Background: an optimization exercise with open tools, aiming at small area, a short achievable clock period and few clock cycles per item. Do not read the settings as production practice. RTL that was checked went through simulation tests only; none was proved equivalent to the original.

job 101:
Design lidar_flat_point_selector, start of the top module:
module lidar_flat_point_selector #(
	parameter int COORD_WIDTH = 24
) (
	input  logic                          clk,
	input  logic                          arst_n,
	input  logic                          cfg_we,
	input  logic                          cfg_index,
	input  logic [53:0]                   cfg_data,
	input  logic                          points_valid,
	output logic                          points_ready,
	input  logic signed [COORD_WIDTH-1:0] points_point_x,
	input  logic signed [COORD_WIDTH-1:0] points_point_y,
	input  logic signed [COORD_WIDTH-1:0] points_point_z,
	input  logic [15:0]                   points_intensity,
	input  logic                          points_point_valid,
	input  logic                          points_frame_start,
	output logic                          features_valid,
	input  logic                          features_ready,
	output logic signed [COORD_WIDTH-1:0] features_feature_x,
	output logic signed [COORD_WIDTH-1:0] features_feature_y,
	output logic signed [COORD_WIDTH-1:0] features_feature_z,
	output logic [15:0]                   features_feature_intensity,
	output logic [53:0]                   features_curvature
);
	localparam int CW  = COORD_WIDTH;
	localparam int DW  = CW + 3;       
	localparam int MW  = DW - 1;       
	localparam int PW  = 3 * CW + 16;  
	localparam int AW  = 31;           
	localparam int QW  = AW - 2;       
	localparam logic [53:0] THRESH_RESET = 54'd1049;
	localparam logic [7:0]  STRIDE_RESET = 8'd1;
	logic [53:0] thresh_q;
	logic [7:0]  stride_q;
	always_ff @(posedge clk or negedge arst_n) begin
		if (!arst_n) begin
			thresh_q <= THRESH_RESET;
			stride_q <= STRIDE_RESET;
		end else if (cfg_we) begin
			if (cfg_index == 1'b0)
				thresh_q <= cfg_data;
			else
				stride_q <= cfg_data[7:0];
		end
	end
	logic tsmall;
	logic thi;
	assign tsmall = (thresh_q[53:12] == '0);
	assign thi    = (thresh_q[53:14] != '0);
	logic          ready_q;    
	logic          kv_q;       
	logic [PW-1:0] k_pt_q;     
	logic          k_keep_q;
	logic          k_fs_q;
	logic          ev_q;       
  ...
Size in the first run: about 4,900 cells after synthesis, roughly 820 flip-flops, about 290 I/O pins, roughly 54,000 um2 of cells after synthesis.
Settings: LEC_CHECK=0, CAP_MARGIN=20, CORE_MARGIN=2, CORE_UTILIZATION=40, SLEW_MARGIN=20; clock period 9.5 ns.
standard.sh (not shown) runs the stock make flow with config.mk's settings and CLKGATE_MAP_FILE= SYNTH_SCRIPT=/design/flow/synth_recipe.tcl, a recipe that flattens the netlist after the stock synthesis.
==> flow/flow/run.sh <==
#!/bin/bash
# Standard layout; timing repair aimed 6.3 ns below the clock period on the
# worst paths only (TNS_END_PERCENT 0), and buf_1 port buffers (repair
# resizes those on critical paths).
set -euo pipefail
bash standard.sh SETUP_SLACK_MARGIN=6.3 TNS_END_PERCENT=0 "BUFFER_PORTS_ARGS=-buffer_cell sky130_fd_sc_hd__buf_1" finish > standard_flow.log 2>&1
#### Input delta (job 102 over job 101)
==> flow/flow/run.sh <==
#!/bin/bash
# Standard layout; timing repair aimed 6.2 ns below the clock period, and
# the port buffers are buf_1 cells (repair resizes those on critical paths).
set -euo pipefail
bash standard.sh SETUP_SLACK_MARGIN=6.2 "BUFFER_PORTS_ARGS=-buffer_cell sky130_fd_sc_hd__buf_1" finish > standard_flow.log 2>&1
[summary]
Delta (job 102 minus job 101): via count now larger; part of the cycle the worst path needs now smaller.
Global-route usage, job 102 and job 101, lower one = job 101.
## Diff of input files: job 103 against job 102
==> flow/flow/run.sh <==
#!/bin/bash
# Standard layout; timing repair aimed 6.0 ns below the clock period, and
# the port buffers are buf_1 cells (repair resizes those on critical paths).
set -euo pipefail
bash standard.sh SETUP_SLACK_MARGIN=6.0 "BUFFER_PORTS_ARGS=-buffer_cell sky130_fd_sc_hd__buf_1" finish > standard_flow.log 2>&1
### Flow results
Job 103 -> job 102: sequential cell count delta 0, exact match
Cell area delta for job 103 relative to job 102: 2400 um2 lower
When the final numbers for job 102 and job 103 were put side by side, the final non-filler cell total turned out to be smaller in job 103.
[compare] base=job 102 new=job 103: final worst hold slack lost 0.0070 ns, maximum frequency now sits lower.
Looking at proportion of cell area spent on the clock network across job 102 and job 103, the one that comes out higher is job 103.
No functional check of the RTL was part of any run of this note.

========
Another version of the RTL of lidar_flat_point_selector (not shown whole).
Size in the first run: ~290 I/O pins, roughly 0.049 mm² of cells after synthesis.
## lidar_flat_point_selector
module lidar_flat_point_selector #(
	parameter int COORD_WIDTH = 24
) (
	input  logic                          clk,
	input  logic                          arst_n,
	input  logic                          cfg_we,
	input  logic                          cfg_index,
	input  logic [53:0]                   cfg_data,
	input  logic                          points_valid,
	output logic                          points_ready,
	input  logic signed [COORD_WIDTH-1:0] points_point_x,
	input  logic signed [COORD_WIDTH-1:0] points_point_y,
	input  logic signed [COORD_WIDTH-1:0] points_point_z,
	input  logic [15:0]                   points_intensity,
	input  logic                          points_point_valid,
	input  logic                          points_frame_start,
	output logic                          features_valid,
	input  logic                          features_ready,
	output logic signed [COORD_WIDTH-1:0] features_feature_x,
	output logic signed [COORD_WIDTH-1:0] features_feature_y,
	output logic signed [COORD_WIDTH-1:0] features_feature_z,
	output logic [15:0]                   features_feature_intensity,
	output logic [53:0]                   features_curvature
);
clock: 9.5 ns
lec_check: 0
cap_margin: 20
core_margin: 2
core_utilization: 40
slew_margin: 20
==> flow/flow/run.sh <==
#!/bin/bash
# Standard layout, with timing repair aimed 6.0 ns below the clock period.
set -euo pipefail
bash standard.sh SETUP_SLACK_MARGIN=6.0 finish > standard_flow.log 2>&1
Testbench counts at the start, summed over its fixed seeds: cycles 32,009, items 32,000.
Then changed:
==> flow/run.sh (new file) <==
#!/bin/bash
# synth_recipe.tcl (not shown) runs the flow's synth.tcl, then flattens the netlist and writes it again
# the make line also repeats each setting of config.mk as NAME=value (left out here)
make -C /OpenROAD-flow-scripts/flow DESIGN_CONFIG=/design/flow/config.mk WORK_HOME=/design/flow/orfs CLKGATE_MAP_FILE= SYNTH_SCRIPT=/design/flow/synth_recipe.tcl finish
CORE_UTILIZATION = 60   (was 40)
SETUP_SLACK_MARGIN = 5   (was default)
removed: flow/flow/run.sh
removed: flow/standard.sh
Global-route usage grows by 8.5 points; final area shrinks by about 13%; setup slack degrades by 0.13 ns; worst hold slack hardly moves; non-clock buffer count shrinks by 339; utilization grows by 17 points; final cell count shrinks by 13%; via count shrinks by about 6%.
Then changed:
CORE_UTILIZATION = 40   (was 60)
Effect:
- routed wire length grows by 3.5%
- clock-buffer cell count is higher by 20
- setup slack improves by 0.035 ns
- final cell count is higher by 9.8%

========
== run 1 ==
Another version of the RTL of lidar_flat_point_selector (not shown whole).
Size in the first run: ~4700 cells after synthesis, about 810 flip-flops, ~51000 µm² of cells after synthesis.
Design lidar_flat_point_selector, start of the top module:
module lidar_flat_point_selector #(
	parameter int COORD_WIDTH = 24
) (
	input  logic                          clk,
	input  logic                          arst_n,
	input  logic                          cfg_we,
	input  logic                          cfg_index,
	input  logic [53:0]                   cfg_data,
	input  logic                          points_valid,
	output logic                          points_ready,
	input  logic signed [COORD_WIDTH-1:0] points_point_x,
	input  logic signed [COORD_WIDTH-1:0] points_point_y,
	input  logic signed [COORD_WIDTH-1:0] points_point_z,
	input  logic [15:0]                   points_intensity,
	input  logic                          points_point_valid,
	input  logic                          points_frame_start,
	output logic                          features_valid,
	input  logic                          features_ready,
	output logic signed [COORD_WIDTH-1:0] features_feature_x,
	output logic signed [COORD_WIDTH-1:0] features_feature_y,
	output logic signed [COORD_WIDTH-1:0] features_feature_z,
	output logic [15:0]                   features_feature_intensity,
  ...
clock: 9.5 ns
lec_check: 0
cap_margin: 20
core_margin: 2
core_utilization: 40
slew_margin: 20
==> flow/flow/run.sh <==
#!/bin/bash
# Standard layout; timing repair aimed 6.2 ns below the clock period on the
# worst paths only (TNS_END_PERCENT 0), buf_1 port buffers (repair resizes
# those on critical paths), and larger clock-tree sink clusters.
set -euo pipefail
bash standard.sh SETUP_SLACK_MARGIN=6.2 TNS_END_PERCENT=0 "BUFFER_PORTS_ARGS=-buffer_cell sky130_fd_sc_hd__buf_1" \
	CTS_CLUSTER_SIZE=25 CTS_CLUSTER_DIAMETER=60 finish > standard_flow.log 2>&1
Testbench counts of run 1, summed over its fixed seeds: cycles 32,009, items 32,000.
Here is what was changed in the inputs of run 2 compared with run 1.
==> flow/flow/run.sh <==
#!/bin/bash
# Standard layout; timing repair aimed 5.75 ns below the clock period, and
# the port buffers are buf_1 cells (repair resizes those on critical paths).
set -euo pipefail
bash standard.sh SETUP_SLACK_MARGIN=5.75 "BUFFER_PORTS_ARGS=-buffer_cell sky130_fd_sc_hd__buf_1" finish > standard_flow.log 2>&1
Comparing layout-stage area growth over the synthesis result for run 2 and run 1, the bigger number came from run 2. Run 2 vs. run 1: share of the clock period used by the worst path went up, share of final-layout standard cells stronger than drive strength 1 now larger, final critical-path setup slack down 28 ps. Relative to run 1, number of gates on the worst path with buffers counted has gone up in run 2. Going from run 1 to run 2, the non-clock buffer area fraction after layout was found to have gone up by 0.35 points. Going from run 1 to run 2, global-route usage saw little to no change.
For run 3, these inputs were changed with respect to run 2:
==> flow/flow/run.sh <==
#!/bin/bash
# Standard layout; timing repair aimed 6.0 ns below the clock period, and
# the port buffers are buf_1 cells (repair resizes those on critical paths).
set -euo pipefail
bash standard.sh SETUP_SLACK_MARGIN=6.0 "BUFFER_PORTS_ARGS=-buffer_cell sky130_fd_sc_hd__buf_1" finish > standard_flow.log 2>&1
Notes after the runs:
- Slew at the pin closest to its max-slew limit: run 2 and run 3 compared, lower one is run 2
- Changes observed in run 3 relative to run 2: non-clock buffer count higher, largest fanout on the critical path -1.
- Run 3 ended with every stage complete and zero timing, DRC or antenna violations.
- Looking at detailed-route wire length across both flows, run 3 is the weaker of the two, with run 2 ahead.
- Run 2 -> run 3: detailed-routed wire length on met2 increased slightly
- Compared with run 2, run 3 shows critical path depth higher by 2.
- [run 3] smallest setup slack after layout fell 110 ps relative to run 2
What run 4 does differently from run 3 at the input level:
==> flow/flow/run.sh <==
#!/bin/bash
# Standard layout; timing repair aimed 6.2 ns below the clock period on the
# worst paths only (TNS_END_PERCENT 0), and buf_1 port buffers (repair
# resizes those on critical paths).
set -euo pipefail
bash standard.sh SETUP_SLACK_MARGIN=6.2 TNS_END_PERCENT=0 "BUFFER_PORTS_ARGS=-buffer_cell sky130_fd_sc_hd__buf_1" finish > standard_flow.log 2>&1
==> run summary <==
- Taking run 3 as the reference point, the maximum frequency of run 4 rises by 9.6 MHz.
- Sort run 4 and run 3 by multi-input logic portion of the cell area, ascending, and run 4 comes first.
- Run 4 vs run 3 on required time of the critical path: run 4 is the lower one.
- Setup slack: run 4 > run 3
- [compare] base=run 3 new=run 4: clock skew increased by 15 ps relative to the old numbers, cell depth of the worst setup path decreased by 4 relative to the old numbers, cell count decreased by 104 relative to the old numbers, utilization decreased by 1.9 points relative to the old numbers, average cell area after synthesis closely matched the old numbers.

## re-timing with driven ports
The flow's constraints put no driver on any port. The routed layouts listed below were extracted and timed again, unchanged, in two steps.
Step 1 assumes that a clkbuf_16 drives the clock port and a buf_2 every other input.
Step 2 times the ports against the registers' clock, not the clock port: input delays grow and output delays shrink by t, the midpoint of the rising clock arrivals with the driver on.
a / b / c = no drivers / after step 1 / after step 2; a / b = the first two.
| run | t (ns) | setup WS [ns] | worst setup path after step 2 | worst data-port slew with drivers (ns) |
|---|---|---|---|---|
| job 101 | 0.792 | 5.696 / 5.696 / 5.007 | input to register | 0.19 |
| job 102 | 0.792 | 5.911 / 5.911 / 5.389 | input to register | 0.19 |
| job 103 | 0.784 | 5.755 / 5.755 / 5.323 | input to register | 0.20 |
| the first run of note 2 | 0.762 | 5.080 / 5.074 / 4.312 | input to register | 0.17 |
| the second run of note 2 | 0.707 | 4.947 / 4.945 / 4.238 | input to register | 0.15 |
| the third run of note 2 | 0.750 | 4.983 / 5.013 / 4.263 | input to register | 0.14 |
| run 1 | 0.781 | 5.623 / 5.636 / 4.855 | input to register | 0.15 |
| run 2 | 0.755 | 5.595 / 5.595 / 5.088 | input to register | 0.18 |
| run 3 | 0.766 | 5.485 / 5.485 / 5.316 | input to register | 0.16 |
| run 4 | 0.764 | 5.634 / 5.634 / 4.931 | input to register | 0.16 |
After both steps every run listed still meets setup and hold.
